Source: an optimization exercise on an open RTL-to-GDS flow (aim: small area, a short achievable clock period and few clock cycles). Production flows keep margins and buffers that such runs may drop.
The RTL was checked by simulation tests, not by an equivalence proof against the original design.

==> flow/design.v (excerpt) <==
module sm3_hash_core (
    input  logic        i_clk,
    input  logic        i_rst_n,
    input  logic        i_in_valid,
    output logic        i_in_ready,
    input  logic [31:0] i_in_message_word,
    input  logic [2:0]  i_in_byte_count,
    input  logic        i_in_final_word,
    output logic        o_out_valid,
    input  logic        o_out_ready,
    output logic [31:0] o_out_digest_word,
    output logic        o_out_last_word
);
    localparam logic [1:0] P_IN = 2'd0, P_PAD = 2'd1, P_ZERO = 2'd2, P_LEN = 2'd3;
    logic [3:0]  r_ph;
    logic [31:0] r_w [16];
    logic [31:0] r_va, r_vb, r_vc, r_vd, r_ve, r_vf, r_vg, r_vh;
    logic [31:0] r_ca [4];
    logic [31:0] r_ce [4];
    logic [31:0] r_t;
    logic        r_run;
    logic [5:0]  r_j;
    logic        r_ff, r_fw;
    logic        r_cfirst, r_clast;
    logic [4:0]  r_fi;
    logic [3:0]  r_s0, r_ws;
    logic        r_pfirst, r_plast;
    logic        r_new;
    logic [1:0]  r_pst;
    logic        r_late;
    logic [58:0] r_wc;
    logic        r_inc;
    logic [1:0]  r_nb;
    logic [31:0] r_o;
    logic        r_ov, r_more;
    logic [2:0]  r_k;
    logic [31:0] a12, s1s, s1c, ss1, ss2, ff, gg, t1s, t1c, t1x, t1y, t2s, t2c, t2x, t2y;
    logic [31:0] tt1, tt2, wp, wn;
    always_comb begin
        a12 = sm3_pkg::rol(r_va, 5'd12);
        s1s = a12 ^ r_ve ^ r_t;
        s1c = {sm3_pkg::maj(a12, r_ve, r_t), 1'b0};
        ss1 = sm3_pkg::rol(s1s + s1c, 5'd7);
        ss2 = ss1 ^ a12;
        if (r_j[5:4] == 2'd0) begin
            ff = r_va ^ r_vb ^ r_vc;
            gg = r_ve ^ r_vf ^ r_vg;
        end else begin
            ff = sm3_pkg::maj(r_va, r_vb, r_vc);
            gg = (r_ve & r_vf) | (~r_ve & r_vg);
        end
        wp  = r_w[0] ^ r_w[4];
        t1s = ff ^ r_vd ^ wp;
        t1c = {sm3_pkg::maj(ff, r_vd, wp), 1'b0};
        t1x = (t1s ^ t1c ^ a12) ^ ss1;
        t1y[0] = 1'b0;
  ...
Size in the first run: ~4,500 cells after synthesis, about 75 I/O pins, ~48,000 µm² of cells after synthesis.
Settings: LEC_CHECK=0, CAP_MARGIN=20, CORE_MARGIN=2, CORE_UTILIZATION=55, CTS_CLUSTER_DIAMETER=80, CTS_CLUSTER_SIZE=28, SETUP_SLACK_MARGIN=4.65, SLEW_MARGIN=20; clock period 10.0 ns.
standard.sh (not shown) runs the stock make flow with config.mk's settings and CLKGATE_MAP_FILE= SYNTH_SCRIPT=/design/flow/synth_recipe.tcl, a recipe that flattens the netlist after the stock synthesis.
==> flow/flow/run.sh <==
#!/bin/bash
# The standard layout (the standard.sh, ORFS from synthesis to finish), with the
# input and output port buffers made from sky130_fd_sc_hd__buf_1 cells.
set -euo pipefail
bash standard.sh "BUFFER_PORTS_ARGS=-buffer_cell sky130_fd_sc_hd__buf_1" finish > standard.log 2>&1
Testbench counts at the start, summed over its fixed seeds: cycles 40,696.
==> next run, changes <==
==> flow/run.sh (new file) <==
#!/bin/bash
# synth_recipe.tcl (not shown) runs the flow's synth.tcl, then flattens the netlist and writes it again
# the make line also repeats each setting of config.mk as NAME=value (left out here)
make -C /OpenROAD-flow-scripts/flow DESIGN_CONFIG=/design/flow/config.mk WORK_HOME=/design/flow/orfs CLKGATE_MAP_FILE= SYNTH_SCRIPT=/design/flow/synth_recipe.tcl finish
- CTS_CLUSTER_DIAMETER: 80 -> 85
- CTS_CLUSTER_SIZE: 28 -> 30
- SETUP_SLACK_MARGIN: 4.65 -> 5
removed: flow/flow/run.sh
removed: flow/standard.sh
Hold slack barely changes.
Design area increases by 1.3%.
Core utilization grows by 0.80 points.
Final cell count rose by 0.42%.
Wire length hardly moves.

========
Setup of job 3341:
sm3_hash_core again, from the RTL that the note above started with.
clock: 10.0 ns
lec_check: 0
cap_margin: 20
core_margin: 2
core_utilization: 55
cts_cluster_diameter: 80
cts_cluster_size: 28
setup_slack_margin: 5
slew_margin: 20
==> flow/flow/run.sh <==
#!/bin/bash
# The standard layout (the standard.sh, ORFS from synthesis to finish), with the
# input and output port buffers made from sky130_fd_sc_hd__buf_1 cells.
set -euo pipefail
bash standard.sh "BUFFER_PORTS_ARGS=-buffer_cell sky130_fd_sc_hd__buf_1" finish > standard.log 2>&1
Having completed the whole flow, job 3341 delivered a layout that passed the timing, design-rule and antenna checks.
Testbench counts of job 3341, summed over its fixed seeds: cycles 40,696.
> inputs changed (job 3341 -> job 305)
==> flow/run.sh (new file) <==
#!/bin/bash
# synth_recipe.tcl (not shown) runs the flow's synth.tcl, then flattens the netlist and writes it again
# the make line also repeats each setting of config.mk as NAME=value (left out here)
make -C /OpenROAD-flow-scripts/flow DESIGN_CONFIG=/design/flow/config.mk WORK_HOME=/design/flow/orfs CLKGATE_MAP_FILE= SYNTH_SCRIPT=/design/flow/synth_recipe.tcl finish
diff --git a/flow/config.mk b/flow/config.mk
--- a/flow/config.mk
+++ b/flow/config.mk
@@ -8,7 +8,8 @@
 export CAP_MARGIN = 20
 export CORE_MARGIN = 2
-export CORE_UTILIZATION = 55
-export CTS_CLUSTER_DIAMETER = 80
-export CTS_CLUSTER_SIZE = 28
+export CORE_UTILIZATION = 65
+export CTS_CLUSTER_DIAMETER = 85
+export CTS_CLUSTER_SIZE = 30
+export PLACE_DENSITY = 0.72
 export SETUP_SLACK_MARGIN = 5
 export SLEW_MARGIN = 20
removed: flow/flow/run.sh
removed: flow/standard.sh
Findings:
- Having completed the whole flow, job 305 delivered a layout that passed the timing, design-rule and antenna checks.
- Compared to job 3341, the routing of job 305 uses less wire.
- In the flow results for job 305 and job 3341, the count of cells resized by post-cts repair is smaller on job 3341.
- Reported for job 305 and job 3341, sequential area share after synthesis turned out identical to the last digit.
- Run comparison: job 305 critical path's slowest cell sky130_fd_sc_hd__xor2_1; job 3341 critical path's slowest cell sky130_fd_sc_hd__fa_2
- Summary of job 305 over job 3341: number of diodes added for antenna fixing fell by 1, final cycle utilization of the critical path rose by 0.51 points, number of search-and-repair iterations in the first detailed-routing pass rose by 3.
- Job 3341 reports its critical path capture point as r_ve[0] while job 305 reports r_va[30].
> inputs changed (job 305 -> job 6154)
diff --git a/flow/config.mk b/flow/config.mk
--- a/flow/config.mk
+++ b/flow/config.mk
@@ -8,8 +8,9 @@
 export CAP_MARGIN = 20
 export CORE_MARGIN = 2
-export CORE_UTILIZATION = 65
+export CORE_UTILIZATION = 55
 export CTS_CLUSTER_DIAMETER = 85
 export CTS_CLUSTER_SIZE = 30
-export PLACE_DENSITY = 0.72
+export GPL_ROUTABILITY_DRIVEN = 0
+export PLACE_DENSITY = 0.68
 export SETUP_SLACK_MARGIN = 5
 export SLEW_MARGIN = 20
Findings:
Between job 6154 and job 305, the final design instance area without fill does not differ in any meaningful way.
When job 6154 is set beside job 305, its worst slack on hold paths turns out to be 4.1 ps smaller.
Comparing job 305 and job 6154, the higher fraction of area in multi-input gates is on job 305.
| number of H-tree levels | job 305 vs job 6154 | ≈ equal |
Compared with job 305, in job 6154 remaining max-slew budget at the tightest pin now sits lower; sequential share of layout area now sits at about the same level; global router's overall resource usage now sits lower.
After detailed routing, job 305 needs more wire than job 6154.
Changes in job 5516 relative to job 6154:
==> flow/flow/run.sh (new file) <==
#!/bin/bash
# The standard layout (the standard.sh, ORFS from synthesis to finish), with the
# input and output port buffers made from sky130_fd_sc_hd__buf_1 cells.
set -euo pipefail
bash standard.sh "BUFFER_PORTS_ARGS=-buffer_cell sky130_fd_sc_hd__buf_1" finish > standard.log 2>&1
==> flow/standard.sh (new file) <==
#!/bin/bash
# synth_recipe.tcl (not shown) runs the flow's synth.tcl, then flattens the netlist and writes it again
# the make line also repeats each setting of config.mk as NAME=value (left out here)
make -C /OpenROAD-flow-scripts/flow DESIGN_CONFIG=/design/flow/config.mk WORK_HOME=/design/flow/orfs CLKGATE_MAP_FILE= SYNTH_SCRIPT=/design/flow/synth_recipe.tcl "${@:-finish}"
diff --git a/flow/config.mk b/flow/config.mk
--- a/flow/config.mk
+++ b/flow/config.mk
@@ -9,8 +9,7 @@
 export CORE_MARGIN = 2
 export CORE_UTILIZATION = 55
-export CTS_CLUSTER_DIAMETER = 85
-export CTS_CLUSTER_SIZE = 30
-export GPL_ROUTABILITY_DRIVEN = 0
-export PLACE_DENSITY = 0.68
+export CTS_CLUSTER_DIAMETER = 75
+export CTS_CLUSTER_SIZE = 26
+export PLACE_DENSITY = 0.65
 export SETUP_SLACK_MARGIN = 5
 export SLEW_MARGIN = 20
removed: flow/run.sh
### Flow results
- Comparing job 6154 and job 5516, the higher maximum clock frequency is on job 6154.
- Taking job 6154 as the reference, in job 5516 critical path buffer and inverter count has increased, cell area has increased, clock buffer count in the final layout has increased, logic depth of the worst setup path including buffers has increased.
- Post-layout minimum cycle time was higher in the run labelled job 5516.
Setup changes, job 5516 to job 2515
==> flow/run.sh (new file) <==
#!/bin/bash
# synth_recipe.tcl (not shown) runs the flow's synth.tcl, then flattens the netlist and writes it again
# the make line also repeats each setting of config.mk as NAME=value (left out here)
make -C /OpenROAD-flow-scripts/flow DESIGN_CONFIG=/design/flow/config.mk WORK_HOME=/design/flow/orfs CLKGATE_MAP_FILE= SYNTH_SCRIPT=/design/flow/synth_recipe.tcl finish
diff --git a/flow/config.mk b/flow/config.mk
--- a/flow/config.mk
+++ b/flow/config.mk
@@ -9,7 +9,7 @@
 export CORE_MARGIN = 2
 export CORE_UTILIZATION = 55
-export CTS_CLUSTER_DIAMETER = 75
-export CTS_CLUSTER_SIZE = 26
-export PLACE_DENSITY = 0.65
+export CTS_CLUSTER_DIAMETER = 85
+export CTS_CLUSTER_SIZE = 30
 export SETUP_SLACK_MARGIN = 5
 export SLEW_MARGIN = 20
+export TNS_END_PERCENT = 5
removed: flow/flow/run.sh
removed: flow/standard.sh
Results
- The non-clock buffer instance count of the final layout number comes out higher for job 5516 vs job 2515.
- Against job 5516, job 2515 comes in 4.1 points lower on area added between synthesis and finish.
- Job 2515 was carried through to the last stage, and its layout satisfied the timing, design-rule and antenna checks.
- The core utilization number comes out lower for job 2515 vs job 5516.
- The setup slack of job 2515 is smaller than that of job 5516.
- Summary of job 2515 over job 5516: sequential cell area share now sits higher.
- Job 2515 ended up with a lower placement-stage worst setup slack than job 5516 did.
- [compare] base=job 5516 new=job 2515: first-iteration DRC count moved down; critical path depth moved down.
- Looking at detailed placer's ending HPWL, job 2515 sits about 4.7% higher than job 5516 does.

========
sm3_hash_core again, from the RTL that the note above started with.
Settings: LEC_CHECK=0, CAP_MARGIN=20, CORE_MARGIN=2, CORE_UTILIZATION=55, CTS_CLUSTER_DIAMETER=70, CTS_CLUSTER_SIZE=24, SETUP_SLACK_MARGIN=5, SLEW_MARGIN=20; clock period 10.0 ns.
run.sh (not shown) runs the stock make flow with config.mk's settings and CLKGATE_MAP_FILE= SYNTH_SCRIPT=/design/flow/synth_recipe.tcl, a recipe that flattens the netlist after the stock synthesis.
Stock flow here: none of the scripts above is used.
The baseline produced a clean layout.
Testbench counts at the start, summed over its fixed seeds: cycles 40,696.
Edit:
CAP_MARGIN = 0   (was 20)
CTS_CLUSTER_DIAMETER = 85   (was 70)
CTS_CLUSTER_SIZE = 30   (was 24)
SLEW_MARGIN = 0   (was 20)
What happened: The changed run completed without violations. Worst setup slack loses 46 ps. Fmax went down slightly. Area after synthesis is unchanged. Global-route usage went down by 0.38 points. Design area went down by a few percent. Die area does not change. Via count went down slightly. Critical path depth went down by 2. Wire length went down slightly.
Edit:
==> flow/flow/run.sh (new file) <==
#!/bin/bash
# The standard layout (the standard.sh, ORFS from synthesis to finish), with the
# input and output port buffers made from sky130_fd_sc_hd__buf_1 cells.
set -euo pipefail
bash standard.sh "BUFFER_PORTS_ARGS=-buffer_cell sky130_fd_sc_hd__buf_1" finish > standard.log 2>&1
==> flow/standard.sh (new file) <==
#!/bin/bash
# synth_recipe.tcl (not shown) runs the flow's synth.tcl, then flattens the netlist and writes it again
# the make line also repeats each setting of config.mk as NAME=value (left out here)
make -C /OpenROAD-flow-scripts/flow DESIGN_CONFIG=/design/flow/config.mk WORK_HOME=/design/flow/orfs CLKGATE_MAP_FILE= SYNTH_SCRIPT=/design/flow/synth_recipe.tcl "${@:-finish}"
CAP_MARGIN = 20   (was 0)
SLEW_MARGIN = 20   (was 0)
removed: flow/run.sh
Worst setup slack gets better by 52 ps.
Routed wire length rose by 0.36%.
Design area stays flat.
Utilization hardly moves.

========
the baseline:
sm3_hash_core again, from the RTL that the note above started with.
clock: 10.0 ns
lec_check: 0
cap_margin: 20
core_margin: 2
core_utilization: 55
cts_cluster_diameter: 80
cts_cluster_size: 28
setup_slack_margin: 4.3
slew_margin: 20
standard.sh (not shown) runs the stock make flow with config.mk's settings and CLKGATE_MAP_FILE= SYNTH_SCRIPT=/design/flow/synth_recipe.tcl, a recipe that flattens the netlist after the stock synthesis.
==> flow/flow/run.sh <==
#!/bin/bash
# The standard layout (the standard.sh, ORFS from synthesis to finish), with the
# input and output port buffers made from sky130_fd_sc_hd__buf_1 cells.
set -euo pipefail
bash standard.sh "BUFFER_PORTS_ARGS=-buffer_cell sky130_fd_sc_hd__buf_1" finish > standard.log 2>&1
Testbench counts of the baseline, summed over its fixed seeds: cycles 40,696.
> inputs changed (the baseline -> the candidate)
diff --git a/flow/config.mk b/flow/config.mk
--- a/flow/config.mk
+++ b/flow/config.mk
@@ -8,7 +8,7 @@
 export CAP_MARGIN = 20
 export CORE_MARGIN = 2
-export CORE_UTILIZATION = 55
+export CORE_UTILIZATION = 60
 export CTS_CLUSTER_DIAMETER = 80
 export CTS_CLUSTER_SIZE = 28
-export SETUP_SLACK_MARGIN = 4.3
+export SETUP_SLACK_MARGIN = 5
 export SLEW_MARGIN = 20
Results
Summary of the candidate over the baseline: share of the cycle needed by the critical path after routing decreased by 0.21 points relative to the old numbers; number of search-and-repair iterations in the first detailed-routing pass has increased; ratio of routed vias to standard cells +3.5%. On the candidate: logic depth of the worst register-to-register path is about 12% lower than what the baseline gave.

## afterwards: timing with drivers on the ports
Ports are ideal in the flow. The routed layouts listed here were re-timed in OpenROAD. Step 1, drivers: a clkbuf_16 drives i_clk and a buf_2 each remaining input, both assumed. Step 2, shift: input delay + t, output delay - t, t = (earliest + latest rising clock arrival at the registers) / 2. This alone moves slack from input paths to output paths. Slacks: ideal / step 1 / step 2; pairs: ideal / step 1.
| run | t (ns) | setup slack, ns | worst hold slack (ns) | worst register clock-pin slew, ns | worst data-port slew with drivers (ns) |
|---|---|---|---|---|---|
| the first run of note 1 | 0.747 | 4.128 / 4.128 / 4.128 | 0.325 / 0.325 / 0.325 | 0.11 / 0.11 | 0.04 |
| the second run of note 1 | 0.734 | 4.142 / 4.142 / 4.142 | 0.328 / 0.328 / 0.328 | 0.12 / 0.12 | 0.04 |
| job 3341 | 0.745 | 4.184 / 4.184 / 4.184 | 0.320 / 0.320 / 0.320 | 0.11 / 0.11 | 0.04 |
| job 305 | 0.723 | 4.133 / 4.133 / 4.133 | 0.321 / 0.321 / 0.321 | 0.12 / 0.12 | 0.04 |
| job 6154 | 0.711 | 4.125 / 4.125 / 4.125 | 0.317 / 0.317 / 0.317 | 0.11 / 0.11 | 0.07 |
| job 5516 | 0.743 | 4.061 / 4.061 / 4.061 | 0.326 / 0.326 / 0.326 | 0.11 / 0.11 | 0.05 |
| job 2515 | 0.747 | 3.932 / 3.932 / 3.932 | 0.309 / 0.309 / 0.309 | 0.11 / 0.11 | 0.04 |
| the first run of note 3 | 0.718 | 4.112 / 4.112 / 4.112 | 0.306 / 0.306 / 0.306 | 0.10 / 0.10 | 0.04 |
| the second run of note 3 | 0.736 | 4.066 / 4.066 / 4.066 | 0.328 / 0.328 / 0.328 | 0.11 / 0.11 | 0.04 |
| the third run of note 3 | 0.738 | 4.119 / 4.119 / 4.119 | 0.316 / 0.316 / 0.316 | 0.12 / 0.12 | 0.04 |
| the baseline | 0.758 | 4.054 / 4.054 / 4.054 | 0.321 / 0.321 / 0.321 | 0.11 / 0.11 | 0.04 |
| the candidate | 0.740 | 4.076 / 4.076 / 4.076 | 0.314 / 0.314 / 0.314 | 0.11 / 0.11 | 0.04 |
After both steps every run listed still meets setup and hold.
